What follows belongs to an exercise in optimizing a design on an open flow for small area, a short achievable clock period and few clock cycles per item; a production flow would make more cautious choices. At most, simulation tests tie the RTL to the original design; equivalence was not proved. No activity file was given, so power comes from the tool's default toggle rates.

==> flow/design.v <==
`default_nettype none
package axi_wr_pkg;
    localparam int ADDR_W   = 32;
    localparam int DATA_W   = 32;
    localparam int STRB_W   = DATA_W / 8;
    localparam int ID_W     = 4;
    localparam int LEN_W    = 8;
    localparam int SIZE_W   = 3;
    localparam int MAX_SIZE = 2;
    localparam int PAGE_BIT = 12;
    localparam int AW_DEPTH = 4;
    localparam int W_DEPTH  = 16;
    localparam int B_DEPTH  = 4;
    localparam int AW_W  = ID_W + ADDR_W + LEN_W + SIZE_W + 2;
    localparam int W_W   = DATA_W + STRB_W + 1;
    localparam int B_W   = ID_W + 2;
    localparam int MEM_W = ID_W + ADDR_W + DATA_W + STRB_W + 1;
    typedef enum logic [1:0] {
        FIXED = 2'b00,
        INCR  = 2'b01,
        WRAP  = 2'b10,
        RSVD  = 2'b11
    } burst_e;
    typedef enum logic [1:0] {
        OKAY   = 2'b00,
        SLVERR = 2'b10
    } resp_e;
    typedef struct packed {
        logic [ID_W-1:0]   id;
        logic [ADDR_W-1:0] addr;
        logic [LEN_W-1:0]  len;
        logic [SIZE_W-1:0] size;
        burst_e            burst;
    } aw_cmd_t;
    typedef struct packed {
        logic [DATA_W-1:0] data;
        logic [STRB_W-1:0] strb;
        logic              last;
    } w_beat_t;
    typedef struct packed {
        logic [ID_W-1:0] id;
        resp_e           resp;
    } b_resp_t;
    typedef struct packed {
        logic [ID_W-1:0]   id;
        logic [ADDR_W-1:0] addr;
        logic [DATA_W-1:0] data;
        logic [STRB_W-1:0] strb;
        logic              last;
    } mem_wr_t;
endpackage
`default_nettype wire
`timescale 1ns/1ps
`default_nettype none
module sync_fifo #(
    parameter int WIDTH = 8,
    parameter int DEPTH = 4
) (
    input  wire logic             clk,
    input  wire logic             rst_n,
    input  wire logic             push,
    input  wire logic [WIDTH-1:0] din,
    output logic                  full,
    input  wire logic             pop,
    output logic      [WIDTH-1:0] dout,
    output logic                  empty
);
    logic [WIDTH-1:0]           mem [DEPTH];
    logic [$clog2(DEPTH)-1:0]   wr_ptr;
    logic [$clog2(DEPTH)-1:0]   rd_ptr;
    logic [$clog2(DEPTH+1)-1:0] count;
    logic                       do_push;
    logic                       do_pop;
    assign do_push = push && !full;
    assign do_pop  = pop && !empty;
    assign full  = (count == DEPTH);
    assign empty = (count == '0);
    assign dout  = mem[rd_ptr];
    always_ff @(posedge clk) begin
        if (do_push) begin
            mem[wr_ptr] <= din;
        end
    end
    always_ff @(posedge clk or negedge rst_n) begin
        if (!rst_n) begin
            wr_ptr <= '0;
            rd_ptr <= '0;
            count  <= '0;
        end else begin
            if (do_push) begin
                wr_ptr <= (wr_ptr == DEPTH - 1) ? '0 : wr_ptr + 1'b1;
            end
            if (do_pop) begin
                rd_ptr <= (rd_ptr == DEPTH - 1) ? '0 : rd_ptr + 1'b1;
            end
            case ({do_push, do_pop})
                2'b10:   count <= count + 1'b1;
                2'b01:   count <= count - 1'b1;
                default: count <= count;
            endcase
        end
    end
endmodule
`default_nettype wire
`timescale 1ns/1ps
`default_nettype none
module aw_decode (
    input  wire logic [axi_wr_pkg::SIZE_W-1:0]    size,
    input  wire logic [1:0]                       burst,
    input  wire logic [axi_wr_pkg::PAGE_BIT-1:0]  cur_addr,
    output logic      [axi_wr_pkg::PAGE_BIT-1:0]  nxt_addr,
    output logic                                  size_err
);
    logic [axi_wr_pkg::PAGE_BIT-1:0] aligned;
    logic [axi_wr_pkg::PAGE_BIT-1:0] incr;
    logic [axi_wr_pkg::PAGE_BIT:0]   sum;
    always_comb begin
        aligned = cur_addr & ({axi_wr_pkg::PAGE_BIT{1'b1}} << size);
        if (burst == axi_wr_pkg::FIXED) incr = '0;
        else                            incr = axi_wr_pkg::PAGE_BIT'(1) << size;
        sum = {1'b0, aligned} + {1'b0, incr};
        nxt_addr = sum[axi_wr_pkg::PAGE_BIT] ? cur_addr
                                             : sum[axi_wr_pkg::PAGE_BIT-1:0];
    end
    assign size_err = (size > axi_wr_pkg::SIZE_W'(axi_wr_pkg::MAX_SIZE));
endmodule
`default_nettype wire
`timescale 1ns/1ps
`default_nettype none
module burst_engine (
    input  wire logic                      clk,
    input  wire logic                      rst_n,
    input  wire axi_wr_pkg::aw_cmd_t       cmd,
    input  wire logic                      cmd_valid,
    output logic                           cmd_ready,
    input  wire axi_wr_pkg::w_beat_t       beat,
    input  wire logic                      beat_valid,
    output logic                           beat_ready,
    output axi_wr_pkg::mem_wr_t            mem,
    output logic                           mem_we,
    input  wire logic                      mem_ready,
    output logic                           resp_push,
    output logic                           resp_size_err,
    output logic [axi_wr_pkg::ID_W-1:0]    resp_id,
    input  wire logic                      resp_stall
);
    localparam int PB = axi_wr_pkg::PAGE_BIT;
    logic                           first_q;
    logic [axi_wr_pkg::LEN_W-1:0]   rem_q;
    logic [PB-1:0]                  addr_q;
    logic [PB-1:0]                  cur_addr;
    logic [PB-1:0]                  nxt_addr;
    logic                           last_beat;
    logic                           wr;
    assign last_beat = first_q ? (cmd.len == '0) : (rem_q == '0);
    assign cur_addr  = first_q ? cmd.addr[PB-1:0] : addr_q;
    aw_decode u_aw_decode (
        .size     (cmd.size),
        .burst    (cmd.burst),
        .cur_addr (cur_addr),
        .nxt_addr (nxt_addr),
        .size_err (resp_size_err)
    );
    assign mem_we     = cmd_valid && beat_valid && !(last_beat && resp_stall);
    assign wr         = mem_we && mem_ready;
    assign beat_ready = wr;
    assign cmd_ready  = wr && last_beat;
    assign resp_push  = cmd_ready;
    assign resp_id    = cmd.id;
    always_comb begin
        mem.id   = cmd.id;
        mem.addr = {cmd.addr[axi_wr_pkg::ADDR_W-1:PB], cur_addr};
        mem.data = beat.data;
        mem.strb = beat.strb;
        mem.last = beat.last;
    end
    always_ff @(posedge clk or negedge rst_n) begin
        if (!rst_n) begin
            first_q <= 1'b1;
        end else if (wr) begin
            first_q <= last_beat;
        end
    end
    always_ff @(posedge clk) begin
        if (wr) begin
            rem_q  <= (first_q ? cmd.len : rem_q) - 1'b1;
            addr_q <= nxt_addr;
        end
    end
endmodule
`default_nettype wire
`timescale 1ns/1ps
`default_nettype none
module wresp_gen (
    input  wire logic                        clk,
    input  wire logic                        rst_n,
    input  wire logic                        push,
    input  wire logic                        size_err,
    input  wire logic [axi_wr_pkg::ID_W-1:0] id,
    output logic                             stall,
    output axi_wr_pkg::b_resp_t              b,
    output logic                             b_valid,
    input  wire logic                        b_ready
);
    logic [axi_wr_pkg::ID_W-1:0] id_q;
    logic                        err_q;
    assign stall   = b_valid && !b_ready;
    assign b.id    = id_q;
    assign b.resp  = err_q ? axi_wr_pkg::SLVERR : axi_wr_pkg::OKAY;
    always_ff @(posedge clk or negedge rst_n) begin
        if (!rst_n) begin
            b_valid <= 1'b0;
        end else if (push) begin
            b_valid <= 1'b1;
        end else if (b_ready) begin
            b_valid <= 1'b0;
        end
    end
    always_ff @(posedge clk) begin
        if (push) begin
            id_q  <= id;
            err_q <= size_err;
        end
    end
endmodule
`default_nettype wire
`timescale 1ns/1ps
`default_nettype none
module axi_wr_slave (
    input  wire logic                  clk,
    input  wire logic                  rst_n,
    input  wire axi_wr_pkg::aw_cmd_t   aw,
    input  wire logic                  aw_valid,
    output logic                       aw_ready,
    input  wire axi_wr_pkg::w_beat_t   w,
    input  wire logic                  w_valid,
    output logic                       w_ready,
    output axi_wr_pkg::b_resp_t        b,
    output logic                       b_valid,
    input  wire logic                  b_ready,
    output axi_wr_pkg::mem_wr_t        mem,
    output logic                       mem_we,
    input  wire logic                  mem_ready
);
    logic                          resp_push;
    logic                          resp_size_err;
    logic [axi_wr_pkg::ID_W-1:0]   resp_id;
    logic                          resp_stall;
    burst_engine u_burst_engine (
        .clk           (clk),
        .rst_n         (rst_n),
        .cmd           (aw),
        .cmd_valid     (aw_valid),
        .cmd_ready     (aw_ready),
        .beat          (w),
        .beat_valid    (w_valid),
        .beat_ready    (w_ready),
        .mem           (mem),
        .mem_we        (mem_we),
        .mem_ready     (mem_ready),
        .resp_push     (resp_push),
        .resp_size_err (resp_size_err),
        .resp_id       (resp_id),
        .resp_stall    (resp_stall)
    );
    wresp_gen u_wresp_gen (
        .clk      (clk),
        .rst_n    (rst_n),
        .push     (resp_push),
        .size_err (resp_size_err),
        .id       (resp_id),
        .stall    (resp_stall),
        .b        (b),
        .b_valid  (b_valid),
        .b_ready  (b_ready)
    );
endmodule
`default_nettype wire
clock: 5.5 ns
lec_check: 0
cap_margin: 20
core_margin: 2
core_utilization: 40
setup_slack_margin: 2
slew_margin: 20
standard.sh (not shown) runs the stock make flow with config.mk's settings and CLKGATE_MAP_FILE= SYNTH_SCRIPT=/design/flow/synth_recipe.tcl, a recipe that flattens the netlist after the stock synthesis.
==> flow/flow/run.sh <==
#!/bin/bash
export BUFFER_PORTS_ARGS="-buffer_cell sky130_fd_sc_hd__buf_2"
bash standard.sh > standard.log 2>&1
Testbench counts at the start, summed over its fixed seeds: cycles 14,390, beats 13,386.
Next try:
--- a/flow/design.v
+++ b/flow/design.v
@@ -140,52 +140,69 @@
     output logic                           mem_we,
     input  wire logic                      mem_ready,
     output logic                           resp_push,
     output logic                           resp_size_err,
     output logic [axi_wr_pkg::ID_W-1:0]    resp_id,
+    input  wire logic                      resp_full,
     input  wire logic                      resp_stall
 );
     localparam int PB = axi_wr_pkg::PAGE_BIT;
     logic                           first_q;
+    logic                           close_q;
+    logic                           last_q;
     logic [axi_wr_pkg::LEN_W-1:0]   rem_q;
     logic [PB-1:0]                  addr_q;
     logic [PB-1:0]                  cur_addr;
     logic [PB-1:0]                  nxt_addr;
-    logic                           last_beat;
+    logic [axi_wr_pkg::LEN_W-1:0]   rem_nxt;
+    logic                           ends;
     logic                           wr;
-    assign last_beat = first_q ? (cmd.len == '0) : (rem_q == '0);
-    assign cur_addr  = first_q ? cmd.addr[PB-1:0] : addr_q;
+    assign cur_addr = first_q ? cmd.addr[PB-1:0] : addr_q;
     aw_decode u_aw_decode (
         .size     (cmd.size),
         .burst    (cmd.burst),
         .cur_addr (cur_addr),
         .nxt_addr (nxt_addr),
         .size_err (resp_size_err)
     );
-    assign mem_we     = cmd_valid && beat_valid && !(last_beat && resp_stall);
+    assign mem_we     = cmd_valid && beat_valid && !close_q &&
+                        !(last_q && resp_full && resp_stall);
     assign wr         = mem_we && mem_ready;
     assign beat_ready = wr;
-    assign cmd_ready  = wr && last_beat;
-    assign resp_push  = cmd_ready;
+    assign ends       = close_q ? (cmd_valid && !(resp_full && resp_stall))
+                                : (wr && last_q);
+    assign cmd_ready  = ends;
+    assign resp_push  = ends;
     assign resp_id    = cmd.id;
     always_comb begin
         mem.id   = cmd.id;
         mem.addr = {cmd.addr[axi_wr_pkg::ADDR_W-1:PB], cur_addr};
         mem.data = beat.data;
         mem.strb = beat.strb;
         mem.last = beat.last;
     end
+    assign rem_nxt = (first_q ? cmd.len : rem_q) - 1'b1;
     always_ff @(posedge clk or negedge rst_n) begin
         if (!rst_n) begin
             first_q <= 1'b1;
-        end else if (wr) begin
-            first_q <= last_beat;
+            close_q <= 1'b0;
+            last_q  <= 1'b0;
+        end else begin
+            if (ends) begin
+                first_q <= 1'b1;
+                close_q <= 1'b0;
+                last_q  <= 1'b0;
+            end else if (wr) begin
+                first_q <= 1'b0;
+                close_q <= first_q && (cmd.len == '0);
+                last_q  <= first_q ? (cmd.len == 8'd1) : (rem_q == 8'd1);
+            end
         end
     end
     always_ff @(posedge clk) begin
         if (wr) begin
-            rem_q  <= (first_q ? cmd.len : rem_q) - 1'b1;
+            rem_q  <= rem_nxt;
             addr_q <= nxt_addr;
         end
     end
 endmodule
 `default_nettype wire
@@ -195,18 +212,20 @@
     input  wire logic                        clk,
     input  wire logic                        rst_n,
     input  wire logic                        push,
     input  wire logic                        size_err,
     input  wire logic [axi_wr_pkg::ID_W-1:0] id,
+    output logic                             full,
     output logic                             stall,
     output axi_wr_pkg::b_resp_t              b,
     output logic                             b_valid,
     input  wire logic                        b_ready
 );
     logic [axi_wr_pkg::ID_W-1:0] id_q;
     logic                        err_q;
-    assign stall   = b_valid && !b_ready;
+    assign full    = b_valid;
+    assign stall   = !b_ready;
     assign b.id    = id_q;
     assign b.resp  = err_q ? axi_wr_pkg::SLVERR : axi_wr_pkg::OKAY;
     always_ff @(posedge clk or negedge rst_n) begin
         if (!rst_n) begin
             b_valid <= 1'b0;
@@ -243,10 +262,11 @@
     input  wire logic                  mem_ready
 );
     logic                          resp_push;
     logic                          resp_size_err;
     logic [axi_wr_pkg::ID_W-1:0]   resp_id;
+    logic                          resp_full;
     logic                          resp_stall;
     burst_engine u_burst_engine (
         .clk           (clk),
         .rst_n         (rst_n),
         .cmd           (aw),
@@ -259,18 +279,20 @@
         .mem_we        (mem_we),
         .mem_ready     (mem_ready),
         .resp_push     (resp_push),
         .resp_size_err (resp_size_err),
         .resp_id       (resp_id),
+        .resp_full     (resp_full),
         .resp_stall    (resp_stall)
     );
     wresp_gen u_wresp_gen (
         .clk      (clk),
         .rst_n    (rst_n),
         .push     (resp_push),
         .size_err (resp_size_err),
         .id       (resp_id),
+        .full     (resp_full),
         .stall    (resp_stall),
         .b        (b),
         .b_valid  (b_valid),
         .b_ready  (b_ready)
     );
What happened: The new run produced a clean layout; global-route usage shrinks by 0.11 points; power grows by well over a third; worst setup slack improved by 250 ps; final area grows by a few percent; die area grows by a little under a tenth; cell count grows slightly; clock-buffer cell count grows by 1; first-iteration DRC count grows by well over a third; register-to-register slack improved by 80 ps; area after synthesis grows by a little under a tenth; wire length grows slightly; via count grows by a few percent; hold slack got worse by 54 ps; sequential cell count grows by 2.
No functional check of the RTL was part of the second run of this note.

========
## old
Another version of the RTL of axi_wr_slave (not shown whole).
Size in the first run: roughly 180 I/O pins.
==> module burst_engine, before the edit <==
module burst_engine (
    input  wire logic                      clk,
    input  wire logic                      rst_n,
    input  wire axi_wr_pkg::aw_cmd_t       cmd,
    input  wire logic                      cmd_valid,
    output logic                           cmd_ready,
    input  wire axi_wr_pkg::w_beat_t       beat,
    input  wire logic                      beat_valid,
    output logic                           beat_ready,
    output axi_wr_pkg::mem_wr_t            mem,
    output logic                           mem_we,
    input  wire logic                      mem_ready,
    output logic                           resp_valid,
    input  wire logic                      resp_ready
);
    localparam int PB = axi_wr_pkg::PAGE_BIT;
    logic                           burst_q;     
    logic                           resp_q;      
    logic                           first;       
    logic                           last;        
    logic [axi_wr_pkg::LEN_W-1:0]   rem_q;
    logic                           use_cmd_q;
    logic [PB-1:0]                  addr_q;
    logic                           burst_d;
    logic                           resp_d;
    logic                           use_cmd_d;
    logic [PB-1:0]                  cur_addr;
    logic [PB-1:0]                  nxt_addr;
    logic                           carry;
    logic                           issue;
    logic                           wr;
    logic [axi_wr_pkg::LEN_W-1:0]   rem_dec;
    logic [axi_wr_pkg::LEN_W:0]     borrow;
    assign first    = !(burst_q || resp_q);
    assign last     = burst_q && (rem_q == 8'd1);
    assign cur_addr = use_cmd_q ? cmd.addr[PB-1:0] : addr_q;
    aw_decode u_aw_decode (
        .size     (cmd.size),
        .burst    (cmd.burst),
        .cur_addr (cur_addr),
        .advance  (wr),
        .nxt_addr (nxt_addr),
        .carry    (carry)
    );
    assign issue      = beat_valid && (burst_q || (cmd_valid && !resp_q));
    assign mem_we     = rst_n && issue;
    assign wr         = issue && mem_ready;
    assign beat_ready = wr;
    assign resp_valid = resp_q || (last && beat_valid && mem_ready);
    assign cmd_ready  = resp_valid && resp_ready;
    always_comb begin
        mem.id   = cmd.id;
        mem.addr = {cmd.addr[axi_wr_pkg::ADDR_W-1:PB], cur_addr};
        mem.data = beat.data;
        mem.strb = beat.strb;
        mem.last = beat.last;
    end
    always_comb begin
        burst_d = burst_q;
        resp_d  = resp_q;
        if (cmd_ready) begin
            burst_d = 1'b0;
            resp_d  = 1'b0;
        end else if (wr && (first || last)) begin
            burst_d = first && (cmd.len != 8'd0);
            resp_d  = !(first && (cmd.len != 8'd0));
        end
        use_cmd_d = !(burst_d || resp_d) || (first ? carry : use_cmd_q);
    end
    always_ff @(posedge clk or negedge rst_n) begin
        if (!rst_n) begin
            burst_q   <= 1'b0;
            resp_q    <= 1'b0;
            use_cmd_q <= 1'b1;
        end else begin
            burst_q   <= burst_d;
            resp_q    <= resp_d;
            use_cmd_q <= use_cmd_d;
        end
    end
    always_comb begin
        borrow[0] = wr;
        for (int i = 0; i < axi_wr_pkg::LEN_W; i++) begin
            rem_dec[i]  = rem_q[i] ^ borrow[i];
            borrow[i+1] = borrow[i] && !rem_q[i];
        end
    end
    always_ff @(posedge clk) begin
        rem_q  <= first ? cmd.len : rem_dec;
        addr_q <= nxt_addr;
    end
endmodule
export LEC_CHECK = 0
export ABC_AREA = 1
export CAP_MARGIN = 20
export CORE_MARGIN = 2
export CORE_UTILIZATION = 40
export SETUP_SLACK_MARGIN = 2.6
export SLEW_MARGIN = 20
create_clock -name core_clock -period 5.5 [get_ports {clk}]
==> flow/flow/run.sh <==
#!/bin/bash
# Layout flow: the standard flow, with three changes in how the layout
# is made:
#  - after the standard synthesis, the combinational logic is mapped again
#    by ABC for area (the registers are kept as they are, same cells and
#    names), and the rest of the flow starts from that netlist;
#  - the port buffers are inserted as buf_1 cells instead of the default
#    delay buffers;
#  - timing repair only resizes cells and swaps pins.
# Each tool's output goes to a log file of its own in this folder.
set -euo pipefail

export BUFFER_PORTS_ARGS="-buffer_cell sky130_fd_sc_hd__buf_1"
export SETUP_MOVE_SEQUENCE="sizeup,swap"

RES=orfs/results/${FLOW_PLATFORM}/axi_wr_slave/base
LOGS=orfs/logs/${FLOW_PLATFORM}/axi_wr_slave/base
LIB=${FLOW_HOME}/platforms/${FLOW_PLATFORM}/lib/sky130_fd_sc_hd__tt_025C_1v80.lib
YOSYS=${FLOW_HOME}/../tools/install/yosys/bin/yosys
[[ -x $YOSYS ]] || YOSYS=yosys

# 1. Standard synthesis
bash standard.sh synth > synth.log 2>&1

# 2. Map the combinational logic again, for area
cp $RES/1_2_yosys.v $RES/1_2_yosys_std.v
DONT_USE=$(grep -m1 -o "^abc -script .*" $LOGS/1_2_yosys.log | grep -o -- "-dont_use [^ ]*" | tr '\n' ' ')
cat > reabc.ys <<EOS
read_liberty -ignore_miss_func $LIB
blackbox sky130_fd_sc_hd__*df* sky130_fd_sc_hd__*dl* sky130_fd_sc_hd__conb_1
read_verilog $RES/1_2_yosys_std.v
hierarchy -top ${FLOW_TOP}
flatten
opt -purge
abc -liberty $LIB $DONT_USE
read_liberty -lib -overwrite $LIB
opt_clean -purge
setundef -zero
splitnets
opt_clean -purge
hilomap -singleton -hicell sky130_fd_sc_hd__conb_1 HI -locell sky130_fd_sc_hd__conb_1 LO
insbuf -buf sky130_fd_sc_hd__buf_4 A X
check -assert
stat -liberty $LIB
write_verilog -noattr -nohex -nodec $RES/1_2_yosys.v
EOS
$YOSYS -s reabc.ys > reabc.log 2>&1

# 3. Rebuild the synthesis database from the new netlist, then the rest
rm -f $RES/1_synth.odb
bash standard.sh synth > synth_odb.log 2>&1
bash standard.sh > standard.log 2>&1
Testbench counts of old, summed over its fixed seeds: cycles 15,030, beats 13,386.
Input changes introduced in new (baseline for comparison: old):
-- flow/design.v --
<<< old, line 165
    logic                           last;        
    logic [axi_wr_pkg::LEN_W-1:0]   rem_q;
    logic                           use_cmd_q;
    logic [PB-1:0]                  addr_q;
    logic                           burst_d;
    logic                           resp_d;
    logic                           use_cmd_d;
    logic [PB-1:0]                  cur_addr;
    logic [PB-1:0]                  nxt_addr;
    logic                           carry;
    logic                           issue;
    logic                           wr;
    logic [axi_wr_pkg::LEN_W-1:0]   rem_dec;
>>> new, line 165
    logic                           last;        
    logic [axi_wr_pkg::LEN_W-1:0]   rem_q;
    logic                           stay_q;
    logic [PB-1:0]                  addr_q;
    logic                           use_cmd;
    logic [PB-1:0]                  cur_addr;
    logic [PB-1:0]                  nxt_addr;
    logic                           carry;
    logic                           wr;
    logic [axi_wr_pkg::LEN_W-1:0]   rem_dec;
<<< old, line 179
    assign first    = !(burst_q || resp_q);
    assign last     = burst_q && (rem_q == 8'd1);
    assign cur_addr = use_cmd_q ? cmd.addr[PB-1:0] : addr_q;
    aw_decode u_aw_decode (
        .size     (cmd.size),
>>> new, line 176
    assign first    = !(burst_q || resp_q);
    assign last     = burst_q && (rem_q == 8'd1);
    assign use_cmd  = first || stay_q;
    assign cur_addr = use_cmd ? cmd.addr[PB-1:0] : addr_q;
    aw_decode u_aw_decode (
        .size     (cmd.size),
<<< old, line 188
        .carry    (carry)
    );
    assign issue      = beat_valid && (burst_q || (cmd_valid && !resp_q));
    assign mem_we     = rst_n && issue;
    assign wr         = issue && mem_ready;
    assign beat_ready = wr;
    assign resp_valid = resp_q || (last && beat_valid && mem_ready);
>>> new, line 186
        .carry    (carry)
    );
    assign mem_we     = beat_valid && (burst_q || (cmd_valid && !resp_q));
    assign wr         = mem_we && mem_ready;
    assign beat_ready = wr;
    assign resp_valid = resp_q || (last && beat_valid && mem_ready);
<<< old, line 201
        mem.last = beat.last;
    end
    always_comb begin
        burst_d = burst_q;
        resp_d  = resp_q;
        if (cmd_ready) begin
            burst_d = 1'b0;
            resp_d  = 1'b0;
        end else if (wr && (first || last)) begin
            burst_d = first && (cmd.len != 8'd0);
            resp_d  = !(first && (cmd.len != 8'd0));
        end
        use_cmd_d = !(burst_d || resp_d) || (first ? carry : use_cmd_q);
    end
    always_ff @(posedge clk or negedge rst_n) begin
        if (!rst_n) begin
            burst_q   <= 1'b0;
            resp_q    <= 1'b0;
            use_cmd_q <= 1'b1;
        end else begin
            burst_q   <= burst_d;
            resp_q    <= resp_d;
            use_cmd_q <= use_cmd_d;
        end
    end
>>> new, line 198
        mem.last = beat.last;
    end
    always_ff @(posedge clk or negedge rst_n) begin
        if (!rst_n) begin
            burst_q <= 1'b0;
            resp_q  <= 1'b0;
        end else if (cmd_ready) begin
            burst_q <= 1'b0;
            resp_q  <= 1'b0;
        end else if (wr && (first || last)) begin
            burst_q <= first && (cmd.len != 8'd0);
            resp_q  <= !(first && (cmd.len != 8'd0));
        end
    end
<<< old, line 234
        rem_q  <= first ? cmd.len : rem_dec;
        addr_q <= nxt_addr;
    end
endmodule
>>> new, line 220
        rem_q  <= first ? cmd.len : rem_dec;
        addr_q <= nxt_addr;
        if (first) begin
            stay_q <= carry;
        end
    end
endmodule
### Flow results
- Going from old to new, the path depth of the worst reg2reg path was found to have gone up by 2.
- Summary of new over old: global routing usage summed across all routing layers picked up an extra 2.4 points, final RePlAce weighted congestion went down.
- Row switching part of the total: new higher / old lower
- Fmax for new: about 0.5% down relative to old
- Comparing new and old, the higher clock-buffer cell count is on new.
- Critical path capture point = aw_ready: old; critical path capture point = mem[44]: new
- Of new and old, new shows the higher signed area change from the synthesized netlist to the final layout, with old below it.
- Overall power consumption in new is 4.6% above old.
- Between old and new, the flow reports synthesized area decreasing by a few percent.
Testbench counts of new, summed over its fixed seeds: cycles 15,030, beats 13,386.

-- separate check: timing with driven ports --
In the flow no input, the clock included, has a driving cell. The finished layouts below were timed again as built, in two steps.
Step 1 (the two cells are an assumption about what drives the block):
set clk [get_ports {clk}]
set_driving_cell -lib_cell sky130_fd_sc_hd__clkbuf_16 $clk
set_driving_cell -lib_cell sky130_fd_sc_hd__buf_2 [delete_from_list [all_inputs] $clk]
Step 2 moves the port delays by t, midway between the first and last clock arrival at a register: inputs arrive t later, outputs are due t later. That takes back most of the time a late clock gives input paths.
a / b / c = ideal ports / drivers / drivers and shift; a / b = the first two.
run	t, ns	setup slack, ns	slew at the worst register clock pin (ns)	cell pins on the clock port's net
the first run of note 1	0.297	1.921 / 1.888 / 1.861	0.08 / 0.08	1
the second run of note 1	0.307	2.166 / 2.170 / 1.862	0.07 / 0.07	1
old	0.286	2.639 / 2.617 / 2.439	0.09 / 0.09	1
new	0.287	2.623 / 2.600 / 2.466	0.09 / 0.09	1
After both steps every run listed still meets setup and hold. The setup slack of the second run of note 1, which loses most, moves by +0.004 ns with the drivers and by -0.304 ns with both steps.
